From an optimization exercise on the open Yosys and OpenROAD flow, aimed at small area, a short achievable clock period and few clock cycles per item; shortcuts taken in it are not production practice.
The RTL was checked by simulation tests, not by an equivalence proof against the original design.
No activity file was given, so power comes from the tool's default toggle rates.

==> flow/design.v <==
module sta_chan_est #(
   parameter int unsigned N_SC        = 52,
   parameter int unsigned DW          = 32,
   parameter int unsigned ALPHA_SHIFT = 1
) (
   input  logic            ap_clk,
   input  logic            ap_rst,
   input  logic [2*DW-1:0] in_stream_TDATA,
   input  logic            in_stream_TVALID,
   output logic            in_stream_TREADY,
   input  logic            in_stream_TLAST,
   input  logic [1:0]      mode,
   input  logic            init,
   output logic [2*DW-1:0] estStream_TDATA,
   output logic            estStream_TVALID,
   input  logic            estStream_TREADY,
   output logic            estStream_TLAST,
   output logic [31:0]     sym_count,
   output logic            len_err
);
   localparam int unsigned KW = $clog2(N_SC + 1);    
   localparam int unsigned W  = 2 * DW;
   localparam int unsigned TW = DW + 3;              
   function automatic logic [TW-1:0] f_add(input logic [TW-1:0] a, input logic [TW-1:0] b);
      logic [TW-1:0] g, p, gg, pp;
      int            j;
      g  = a & b;
      p  = a ^ b;
      gg = g;
      pp = p;
      for (int l = 0; (1 << l) < TW; l++) begin
         for (int i = 0; i < TW; i++) begin
            if (((i >> l) & 1) == 1) begin
               j     = ((i >> l) << l) - 1;
               gg[i] = gg[i] | (pp[i] & gg[j]);
               pp[i] = pp[i] & pp[j];
            end
         end
      end
      f_add = p ^ {gg[TW-2:0], 1'b0};
   endfunction
   function automatic logic [31:0] f_inc32(input logic [31:0] v);
      logic [31:0] pp;
      int          j;
      pp = v;
      for (int l = 0; l < 5; l++) begin
         for (int i = 0; i < 32; i++) begin
            if (((i >> l) & 1) == 1) begin
               j     = ((i >> l) << l) - 1;
               pp[i] = pp[i] & pp[j];
            end
         end
      end
      f_inc32 = v ^ {pp[30:0], 1'b1};
   endfunction
   function automatic logic [KW-1:0] f_inc(input logic [KW-1:0] v);
      f_inc = (v == KW'(N_SC - 1)) ? '0 : v + 1'b1;
   endfunction
   logic [N_SC*W-1:0] r_ring;           
   logic [KW-1:0]     r_rot;            
   logic              r_fresh;          
   logic              r_in_rdy;
   logic              r_x_v, r_x_last;
   logic [1:0]        r_x_mode;
   logic [W-1:0]      r_x;
   logic              r_c_v, r_c_last;
   logic [KW-1:0]     r_k;
   logic [1:0]        r_mode;
   logic [W-1:0]      r_p, r_c;
   logic [2*TW-1:0]   r_u;
   logic              r_hv;
   logic              r_klt, r_klt1;      
   logic              r_mode0, r_x_mode0;
   logic              r_emit, r_consume, r_wr, r_sel, r_byp;
   logic              r_o_v, r_o_last;
   logic [W-1:0]      r_o;
   logic              r_s_v, r_s_last, r_s_err;
   logic [W-1:0]      r_s;
   logic              r_len_err;
   logic [31:0]       r_sym;
   logic          w_first, w_acc, w_otake, w_err;
   assign w_first = !r_c_v || r_c_last;
   assign w_acc   = in_stream_TVALID && r_in_rdy;
   assign w_otake = !r_o_v || estStream_TREADY;
   assign w_err   = (r_k != KW'(N_SC - 1));
   logic          n_x_v, n_c_v, n_c_last, n_s_v, n_fresh, n_k_lt, n_aligned, n_hv, n_emit, n_sel;
   logic [KW-1:0] n_k, n_rot;
   logic [1:0]    n_mode;
   logic [W-1:0]  n_p, n_c;
   always_comb begin
      n_x_v     = w_acc || (r_x_v && !r_consume);
      n_c_v     = r_consume ? 1'b1 : (r_emit ? 1'b0 : r_c_v);
      n_c_last  = r_consume ? r_x_last : r_c_last;
      n_k       = r_consume ? (w_first ? '0 : ((r_k == KW'(N_SC)) ? r_k : r_k + 1'b1)) : r_k;
      n_mode    = (r_consume && w_first) ? r_x_mode : r_mode;
      n_p       = r_consume ? (w_first ? r_x : r_c) : r_p;
      n_c       = r_consume ? r_x : r_c;
      n_rot     = (r_fresh && r_wr) ? f_inc(r_k) : f_inc(r_rot);
      n_fresh   = r_fresh && !r_wr;
      n_s_v     = w_otake ? 1'b0 : (r_s_v || r_emit);
      n_hv      = r_hv || (r_emit && r_c_last);
      n_k_lt    = r_consume ? (w_first || r_klt1) : r_klt;
      n_aligned = !n_k_lt || n_fresh || (n_rot == n_k);
      n_emit    = n_c_v && n_aligned && !n_s_v && (n_c_last || n_x_v);
      n_sel     = n_hv && n_k_lt && ((r_consume && w_first) ? r_x_mode0 : r_mode0);
   end
   logic [W-1:0]    w_y, w_n, w_h1;
   logic [2*TW-1:0] n_u;
   assign w_n  = r_c_last ? r_c : r_x;
   assign w_h1 = r_ring[2*W-1:W];       
   always_comb begin
      logic [TW-1:0] a, b, h, s1, c1, t;
      for (int c = 0; c < 2; c++) begin
         a  = TW'($signed(n_p[c*DW +: DW]));
         b  = TW'($signed(n_c[c*DW +: DW])) << 1;
         h  = n_sel ? (TW'($signed(w_h1[c*DW +: DW])) << 2) : '0;
         s1 = a ^ b ^ h;
         c1 = ((a & b) | (a & h) | (b & h)) << 1;
         n_u[c*TW +: TW] = f_add(s1, c1);
         t = f_add(r_u[c*TW +: TW], TW'($signed(w_n[c*DW +: DW])));
         if (r_byp)      w_y[c*DW +: DW] = r_c[c*DW +: DW];
         else if (r_sel) w_y[c*DW +: DW] = t[DW+2:3];
         else            w_y[c*DW +: DW] = t[DW+1:2];
      end
   end
   always_ff @(posedge ap_clk) begin
      r_ring <= {(r_wr ? w_y : r_ring[W-1:0]), r_ring[N_SC*W-1:W]};
      if (w_acc) begin
         r_x      <= in_stream_TDATA;
         r_x_last <= in_stream_TLAST;
         r_x_mode <= (mode == 2'd3) ? 2'd0 : mode;
         r_x_mode0 <= (mode == 2'd0) || (mode == 2'd3);
      end
      r_p <= n_p;
      r_c <= n_c;
      r_u <= n_u;
      if (w_otake) begin
         if (r_s_v) r_o <= r_s;
         else       r_o <= w_y;
      end
      if (r_emit && !w_otake) r_s <= w_y;
      if (ap_rst) begin
         r_rot     <= '0;
         r_fresh   <= 1'b1;
         r_in_rdy  <= 1'b1;
         r_x_v     <= 1'b0;
         r_c_v     <= 1'b0;
         r_c_last  <= 1'b0;
         r_k       <= '0;
         r_mode    <= '0;
         r_mode0   <= 1'b1;
         r_klt     <= 1'b1;
         r_klt1    <= 1'b1;
         r_hv      <= 1'b0;
         r_emit    <= 1'b0;
         r_consume <= 1'b0;
         r_wr      <= 1'b0;
         r_sel     <= 1'b0;
         r_byp     <= 1'b0;
         r_o_v     <= 1'b0;
         r_o_last  <= 1'b0;
         r_s_v     <= 1'b0;
         r_s_last  <= 1'b0;
         r_s_err   <= 1'b0;
         r_len_err <= 1'b0;
         r_sym     <= '0;
      end else begin
         r_rot     <= n_rot;
         r_fresh   <= n_fresh;
         r_x_v     <= n_x_v;
         r_in_rdy  <= !n_x_v || !n_c_v || (n_aligned && !n_s_v);
         r_c_v     <= n_c_v;
         r_c_last  <= n_c_last;
         r_k       <= n_k;
         r_mode    <= n_mode;
         r_mode0   <= (n_mode == 2'd0);
         r_klt     <= n_k_lt;
         r_klt1    <= (n_k < KW'(N_SC - 1));
         r_hv      <= n_hv && !init;
         r_emit    <= n_emit;
         r_consume <= n_x_v && (!n_c_v || n_emit);
         r_wr      <= n_emit && n_k_lt;
         r_sel     <= n_sel;
         r_byp     <= (n_mode == 2'd2);
         r_s_v <= n_s_v;
         if (r_emit && !w_otake) begin
            r_s_last <= r_c_last;
            r_s_err  <= r_c_last && w_err;
         end
         if (w_otake) begin
            if (r_s_v) begin
               r_o_v    <= 1'b1;
               r_o_last <= r_s_last;
               if (r_s_last) begin
                  r_sym <= f_inc32(r_sym);
                  if (r_s_err) r_len_err <= 1'b1;
               end
            end else begin
               r_o_v    <= r_emit;
               r_o_last <= r_c_last;
               if (r_emit && r_c_last) begin
                  r_sym <= f_inc32(r_sym);
                  if (w_err) r_len_err <= 1'b1;
               end
            end
         end
      end
   end
   assign in_stream_TREADY = r_in_rdy;
   assign estStream_TDATA  = r_o;
   assign estStream_TVALID = r_o_v;
   assign estStream_TLAST  = r_o_last;
   assign sym_count        = r_sym;
   assign len_err          = r_len_err;
endmodule
Settings: LEC_CHECK=0, CAP_MARGIN=20, CORE_MARGIN=2, CORE_UTILIZATION=30, CTS_CLUSTER_DIAMETER=80, CTS_CLUSTER_SIZE=30, PLACE_DENSITY=0.5, SETUP_SLACK_MARGIN=5, SLEW_MARGIN=20; clock period 11.0 ns.
run.sh (not shown) runs the stock make flow with config.mk's settings and CLKGATE_MAP_FILE= SYNTH_SCRIPT=/design/flow/synth_recipe.tcl, a recipe that flattens the netlist after the stock synthesis.
The baseline ran to the end with no violations.
Testbench counts at the start, summed over its fixed seeds: cycles 16,664, items 16,640.
Rerun with:
==> flow/flow/run.sh (new file) <==
#!/bin/bash
set -euo pipefail
export SETUP_SLACK_MARGIN=7.8
bash standard.sh > standard_flow.log 2>&1
==> flow/standard.sh (new file) <==
#!/bin/bash
# synth_recipe.tcl (not shown) runs the flow's synth.tcl, then flattens the netlist and writes it again
# the make line also repeats each setting of config.mk as NAME=value (left out here)
make -C /OpenROAD-flow-scripts/flow DESIGN_CONFIG=/design/flow/config.mk WORK_HOME=/design/flow/orfs CLKGATE_MAP_FILE= SYNTH_SCRIPT=/design/flow/synth_recipe.tcl "${@:-finish}"
Settings changed: SETUP_SLACK_MARGIN 5 to unset.
removed: flow/run.sh
Setup slack improved by 930 ps.
Sequential cell count stays the same.
Total power climbs by a little under a tenth.

[afterwards: timing with drivers on the ports]
In the flow no input, the clock included, has a driving cell. The finished layouts below were timed again as built, in two steps.
Step 1, drivers: a clkbuf_16 drives ap_clk and a buf_2 each remaining input, both assumed.
Step 2 moves the port delays by t, midway between the first and last clock arrival at a register: inputs arrive t later, outputs are due t later. That takes back most of the time a late clock gives input paths.
a / b / c = no drivers / after step 1 / after step 2; a / b = the first two.
| run | shift t [ns] | setup WS [ns] | clock arrival spread, ns |
|---|---|---|---|
| the first run | 0.939 | 5.445 / 5.445 / 5.445 | 0.071 / 0.072 |
| the second run | 0.941 | 6.380 / 6.380 / 6.380 | 0.079 / 0.079 |
After both steps every run listed still meets setup and hold.
